Source: an optimization exercise on an open RTL-to-GDS flow (aim: small area). Production flows keep margins and buffers that such runs may drop. The RTL was checked by simulation tests, not by an equivalence proof against the original design. Power figures rest on the tool's default switching activity, not on a simulated workload.

==> inputs of job 8515 <==
// regfile_scoreboard
module regfile_scoreboard #(
    parameter int unsigned DWIDTH  = 32,
    parameter int unsigned NREGS   = 32,
    parameter int unsigned NRD     = 2,
    parameter logic [DWIDTH-1:0] SP_INIT = DWIDTH'(32'h0001_0000),
    localparam int unsigned AW     = $clog2(NREGS)
) (
    input  logic                  clk,
    input  logic                  rst,
    input  logic [NRD*AW-1:0]     rs_i,
    output logic [NRD*DWIDTH-1:0] rsdata_o,
    output logic [NRD-1:0]        rsbusy_o,
    input  logic                  iss_valid_i,
    input  logic [AW-1:0]         iss_rd_i,
    output logic                  iss_ready_o,
    input  logic                  wb_valid_i,
    input  logic [AW-1:0]         wb_rd_i,
    input  logic [DWIDTH-1:0]     wb_data_i,
    input  logic                  flush_i,
    output logic                  err_o
);
    logic [DWIDTH-1:0] regs_q [NREGS];
    logic [NREGS-1:0]  busy_q, busy_d;
    logic              err_q, err_d;
    logic              wb_fire, claim_fire;
    assign wb_fire = wb_valid_i && (wb_rd_i != '0);
    assign iss_ready_o = !busy_q[iss_rd_i] || (wb_valid_i && (wb_rd_i == iss_rd_i));
    assign claim_fire  = iss_valid_i && iss_ready_o && (iss_rd_i != '0);
  ...
==> module regfile_scoreboard, before the edit <==
module regfile_scoreboard #(
    parameter int unsigned DWIDTH  = 32,
    parameter int unsigned NREGS   = 32,
    parameter int unsigned NRD     = 2,
    parameter logic [DWIDTH-1:0] SP_INIT = DWIDTH'(32'h0001_0000),
    localparam int unsigned AW     = $clog2(NREGS)
) (
    input  logic                  clk,
    input  logic                  rst,
    input  logic [NRD*AW-1:0]     rs_i,
    output logic [NRD*DWIDTH-1:0] rsdata_o,
    output logic [NRD-1:0]        rsbusy_o,
    input  logic                  iss_valid_i,
    input  logic [AW-1:0]         iss_rd_i,
    output logic                  iss_ready_o,
    input  logic                  wb_valid_i,
    input  logic [AW-1:0]         wb_rd_i,
    input  logic [DWIDTH-1:0]     wb_data_i,
    input  logic                  flush_i,
    output logic                  err_o
);
    logic [DWIDTH-1:0] regs_q [NREGS];
    logic [NREGS-1:0]  busy_q, busy_d;
    logic              err_q, err_d;
    logic              wb_fire, claim_fire;
    assign wb_fire = wb_valid_i && (wb_rd_i != '0);
    assign iss_ready_o = !busy_q[iss_rd_i] || (wb_valid_i && (wb_rd_i == iss_rd_i));
    assign claim_fire  = iss_valid_i && iss_ready_o && (iss_rd_i != '0);
    assign err_o       = err_q;
    always_comb begin
        busy_d = busy_q;
        err_d  = err_q;
        if (wb_fire) begin
            busy_d[wb_rd_i] = 1'b0;
            if (!busy_q[wb_rd_i] && !flush_i) begin
                err_d = 1'b1;
            end
        end
        if (claim_fire) begin
            busy_d[iss_rd_i] = 1'b1;
        end
        if (flush_i) begin
            busy_d = '0;
        end
        busy_d[0] = 1'b0;
    end
    always_ff @(posedge clk or negedge rst) begin
        if (!rst) begin
            busy_q <= '0;
            err_q  <= 1'b0;
        end else begin
            busy_q <= busy_d;
            err_q  <= err_d;
        end
    end
    always_ff @(posedge clk or negedge rst) begin
        if (!rst) begin
            for (int i = 0; i < NREGS; i++) begin
                regs_q[i] <= (i == 2) ? SP_INIT : '0;
            end
        end else if (wb_fire) begin
            regs_q[wb_rd_i] <= wb_data_i;
        end
    end
    always_comb begin
        rsdata_o = '0;
        rsbusy_o = '0;
        for (int k = 0; k < NRD; k++) begin
            if (rs_i[k*AW +: AW] != '0) begin
                rsdata_o[k*DWIDTH +: DWIDTH] = regs_q[rs_i[k*AW +: AW]];
                rsbusy_o[k]                  = busy_q[rs_i[k*AW +: AW]];
            end
        end
    end
endmodule
Settings: LEC_CHECK=0, CAP_MARGIN=20, CORE_MARGIN=2, CORE_UTILIZATION=30, SLEW_MARGIN=20; clock period 8.0 ns.
run.sh (not shown) runs the stock make flow with config.mk's settings and CLKGATE_MAP_FILE= SYNTH_SCRIPT=/design/flow/synth_recipe.tcl, a recipe that flattens the netlist after the stock synthesis.
==> job 4197 (differences from job 8515) <==
--- a/flow/design.v
+++ b/flow/design.v
@@ -20,10 +20,22 @@
     output logic                  err_o
 );
+    localparam int unsigned NR = NREGS - 1;   
     logic [DWIDTH-1:0] regs_q [NREGS];
     logic [NREGS-1:0]  busy_q, busy_d;
+    logic [NREGS-1:0]  wr_q;
+    logic [NREGS-1:0]  wb_sel, iss_sel;
     logic              err_q, err_d;
-    logic              wb_fire, claim_fire;
+    logic              wb_fire, claim_fire, iss_busy;
+    always_comb begin
+        for (int i = 0; i < NREGS; i++) begin
+            wb_sel[i]  = wb_valid_i && (wb_rd_i == AW'(i)) && (i != 0);
+            iss_sel[i] = (iss_rd_i == AW'(i)) && (i != 0);
+        end
+    end
     assign wb_fire = wb_valid_i && (wb_rd_i != '0);
-    assign iss_ready_o = !busy_q[iss_rd_i] || (wb_valid_i && (wb_rd_i == iss_rd_i));
+    regfile_aoi_or #(.N(NR)) u_iss_busy (
+        .s_i(iss_sel[NREGS-1:1]), .d_i(busy_q[NREGS-1:1]), .y_o(iss_busy)
+    );
+    assign iss_ready_o = !iss_busy || (wb_valid_i && (wb_rd_i == iss_rd_i));
     assign claim_fire  = iss_valid_i && iss_ready_o && (iss_rd_i != '0);
     assign err_o       = err_q;
@@ -48,28 +60,92 @@
         if (!rst) begin
             busy_q <= '0;
+            wr_q   <= '0;
             err_q  <= 1'b0;
         end else begin
             busy_q <= busy_d;
+            wr_q   <= wr_q | wb_sel;
             err_q  <= err_d;
         end
     end
-    always_ff @(posedge clk or negedge rst) begin
-        if (!rst) begin
-            for (int i = 0; i < NREGS; i++) begin
-                regs_q[i] <= (i == 2) ? SP_INIT : '0;
+    for (genvar i = 1; i < NREGS; i++) begin : g_reg
+        always_ff @(posedge clk) begin
+            if (wb_sel[i]) begin
+                regs_q[i] <= wb_data_i;
             end
-        end else if (wb_fire) begin
-            regs_q[wb_rd_i] <= wb_data_i;
         end
     end
-    always_comb begin
-        rsdata_o = '0;
-        rsbusy_o = '0;
-        for (int k = 0; k < NRD; k++) begin
-            if (rs_i[k*AW +: AW] != '0) begin
-                rsdata_o[k*DWIDTH +: DWIDTH] = regs_q[rs_i[k*AW +: AW]];
-                rsbusy_o[k]                  = busy_q[rs_i[k*AW +: AW]];
+    for (genvar k = 0; k < NRD; k++) begin : g_rp
+        logic [AW-1:0]    ra;
+        logic [NREGS-1:0] rdec;    
+        logic [NREGS-1:0] rsel;    
+        logic             rsp;     
+        assign ra = rs_i[k*AW +: AW];
+        always_comb begin
+            for (int i = 0; i < NREGS; i++) begin
+                rdec[i] = (ra == AW'(i)) && (i != 0);
+                rsel[i] = rdec[i] && wr_q[i];
+            end
+            rsp = rdec[2] && !wr_q[2];
+        end
+        regfile_aoi_or #(.N(NR)) u_busy (
+            .s_i(rdec[NREGS-1:1]), .d_i(busy_q[NREGS-1:1]), .y_o(rsbusy_o[k])
+        );
+        for (genvar b = 0; b < DWIDTH; b++) begin : g_rb
+            logic [NR-1:0] d;
+            for (genvar i = 1; i < NREGS; i++) begin : g_d
+                assign d[i-1] = regs_q[i][b];
+            end
+            if (SP_INIT[b]) begin : g_sp
+                regfile_aoi_or #(.N(NR + 1)) u_or (
+                    .s_i({rsp, rsel[NREGS-1:1]}), .d_i({1'b1, d}), .y_o(rsdata_o[k*DWIDTH + b])
+                );
+            end else begin : g_nsp
+                regfile_aoi_or #(.N(NR)) u_or (
+                    .s_i(rsel[NREGS-1:1]), .d_i(d), .y_o(rsdata_o[k*DWIDTH + b])
+                );
             end
         end
     end
 endmodule
+module regfile_aoi_or #(
+    parameter int unsigned N = 31
+) (
+    input  logic [N-1:0] s_i,
+    input  logic [N-1:0] d_i,
+    output logic         y_o
+);
+    localparam int unsigned NG = (N + 2) / 3;
+    logic [NG-1:0] g_n;
+    for (genvar g = 0; g < NG; g++) begin : g_grp
+        if (3*g + 3 <= N) begin : g_3
+            regfile_aoi3 u_aoi (.s_i(s_i[3*g +: 3]), .d_i(d_i[3*g +: 3]), .y_no(g_n[g]));
+        end else if (3*g + 2 == N) begin : g_2
+            regfile_aoi2 u_aoi (.s_i(s_i[3*g +: 2]), .d_i(d_i[3*g +: 2]), .y_no(g_n[g]));
+        end else begin : g_1
+            assign g_n[g] = ~(s_i[3*g] & d_i[3*g]);
+        end
+    end
+    regfile_nandn #(.N(NG)) u_nand (.a_i(g_n), .y_o(y_o));
+endmodule
+module regfile_aoi3 (
+    input  logic [2:0] s_i,
+    input  logic [2:0] d_i,
+    output logic       y_no
+);
+    assign y_no = ~|(s_i & d_i);
+endmodule
+module regfile_aoi2 (
+    input  logic [1:0] s_i,
+    input  logic [1:0] d_i,
+    output logic       y_no
+);
+    assign y_no = ~|(s_i & d_i);
+endmodule
+module regfile_nandn #(
+    parameter int unsigned N = 11
+) (
+    input  logic [N-1:0] a_i,
+    output logic         y_o
+);
+    assign y_o = ~&a_i;
+endmodule
==> flow/flow/run.sh (new file) <==
#!/bin/bash
# The standard layout, with two changes:
#  - ports are buffered with the smallest buffer (buf_1) instead of the default pick;
#  - clock tree: larger sink clusters, clkbuf_8 only, no dummy loads.
set -euo pipefail
cat >> config.mk <<'C'
export BUFFER_PORTS_ARGS = -buffer_cell sky130_fd_sc_hd__buf_1
export CTS_ARGS = -sink_clustering_enable -repair_clock_nets -dont_use_dummy_load -buf_list sky130_fd_sc_hd__clkbuf_8 -sink_clustering_size 16 -sink_clustering_max_diameter 100
C
bash standard.sh > standard.log 2>&1
==> flow/standard.sh (new file) <==
#!/bin/bash
# synth_recipe.tcl (not shown) runs the flow's synth.tcl, then flattens the netlist and writes it again
# the make line also repeats each setting of config.mk as NAME=value (left out here)
make -C /OpenROAD-flow-scripts/flow DESIGN_CONFIG=/design/flow/config.mk WORK_HOME=/design/flow/orfs CLKGATE_MAP_FILE= SYNTH_SCRIPT=/design/flow/synth_recipe.tcl "${@:-finish}"
Settings changed: BUFFER_PORTS_ARGS from default to -buffer_cell sky130_fd_sc_hd__buf_1, CORE_UTILIZATION 30 to 50, CTS_ARGS from default to -sink_clustering_enable -repair_clock_nets -dont_use_dummy_load -buf_list sky130_fd_sc_hd__clkbuf_8 -sink_clustering_size 16 -sink_clustering_max_diameter 100, SYNTH_HIERARCHICAL from default to 1, SYNTH_MINIMUM_KEEP_SIZE from default to 0.
removed: flow/run.sh
==> notes.md <==
|  | job 8515 | job 4197 |
|---|---|---|
| Pin slew with the least headroom to its limit | 1220 ps | 1270 ps |
| Timing endpoint of the critical path | rsdata_o[2] | rsdata_o[54] |
| Overall power | 14.6 mW | 9.46 mW |
| Starting Density | 0.303 | 0.504 |
| Synthesized flop and latch total | 1024 | 1055 |
| Initial antenna violation count | 18 | 5 |
| Ratio of cells with drive above 1 in the final layout | 0.337 | 0.106 |
| Fraction of met3 tracks used by global routing | 0.0983 | 0.0685 |
| Filler instances | 16600 | 6811 |
| Clock network power share | 0.365 | 0.266 |
| Non-clk bufs | 311 | 229 |
| Combinational-cell power consumption | 2.10 mW | 0.750 mW |
| Routed WL | 249000 um | 158000 um |
| Placed instance count | 6489 | 3919 |
| Largest driver fanout on the critical path | 19 | 32 |
| Share of synthesized area occupied by flip-flops and latches | 0.499 | 0.732 |
| Length of the first detailed-routing pass in iterations | 13 | 14 |
| Synth warnings | 2 | 8 |
| Fraction of area in clock buffers and inverters | 0.0614 | 0.0224 |
| Worst reg2reg path endpoint | busy_q[12] | busy_q[30] |
| Run status | finished clean | finished clean |
| Total half-perimeter wirelength after legalization and detailed placement | 146000 um | 90100 um |
| Die Y | 418 um | 297 um |

-- re-timing with driven ports --
How much do the figures lean on ideal ports? The routed layouts below were timed once more, with nothing changed but the port constraints. Step 1, drivers: a clkbuf_16 drives clk and a buf_2 each remaining input, both assumed. Step 2 adds t to the input delays and takes it off the output delays; t is the mean of the earliest and latest rising clock arrival at the registers after step 1. Input paths then give back, and output paths get back, about the clock's delay inside the block. Three values: no drivers, after step 1, after step 2; two values: the first two.
run	shift t [ns]	slack for setup (ns)	worst hold slack (ns)	worst register clock-pin slew, ns	cell pins on the clock port's net
job 8515	0.836	0.524 / 0.498 / 0.498	0.480 / 0.480 / 0.480	0.07 / 0.07	1
job 4197	0.769	1.624 / 1.576 / 1.576	0.486 / 0.486 / 0.486	0.11 / 0.11	1
After both steps every run listed still meets setup and hold. The setup slack of job 4197, which loses most, moves by -0.048 ns with the drivers and by -0.048 ns with both steps.
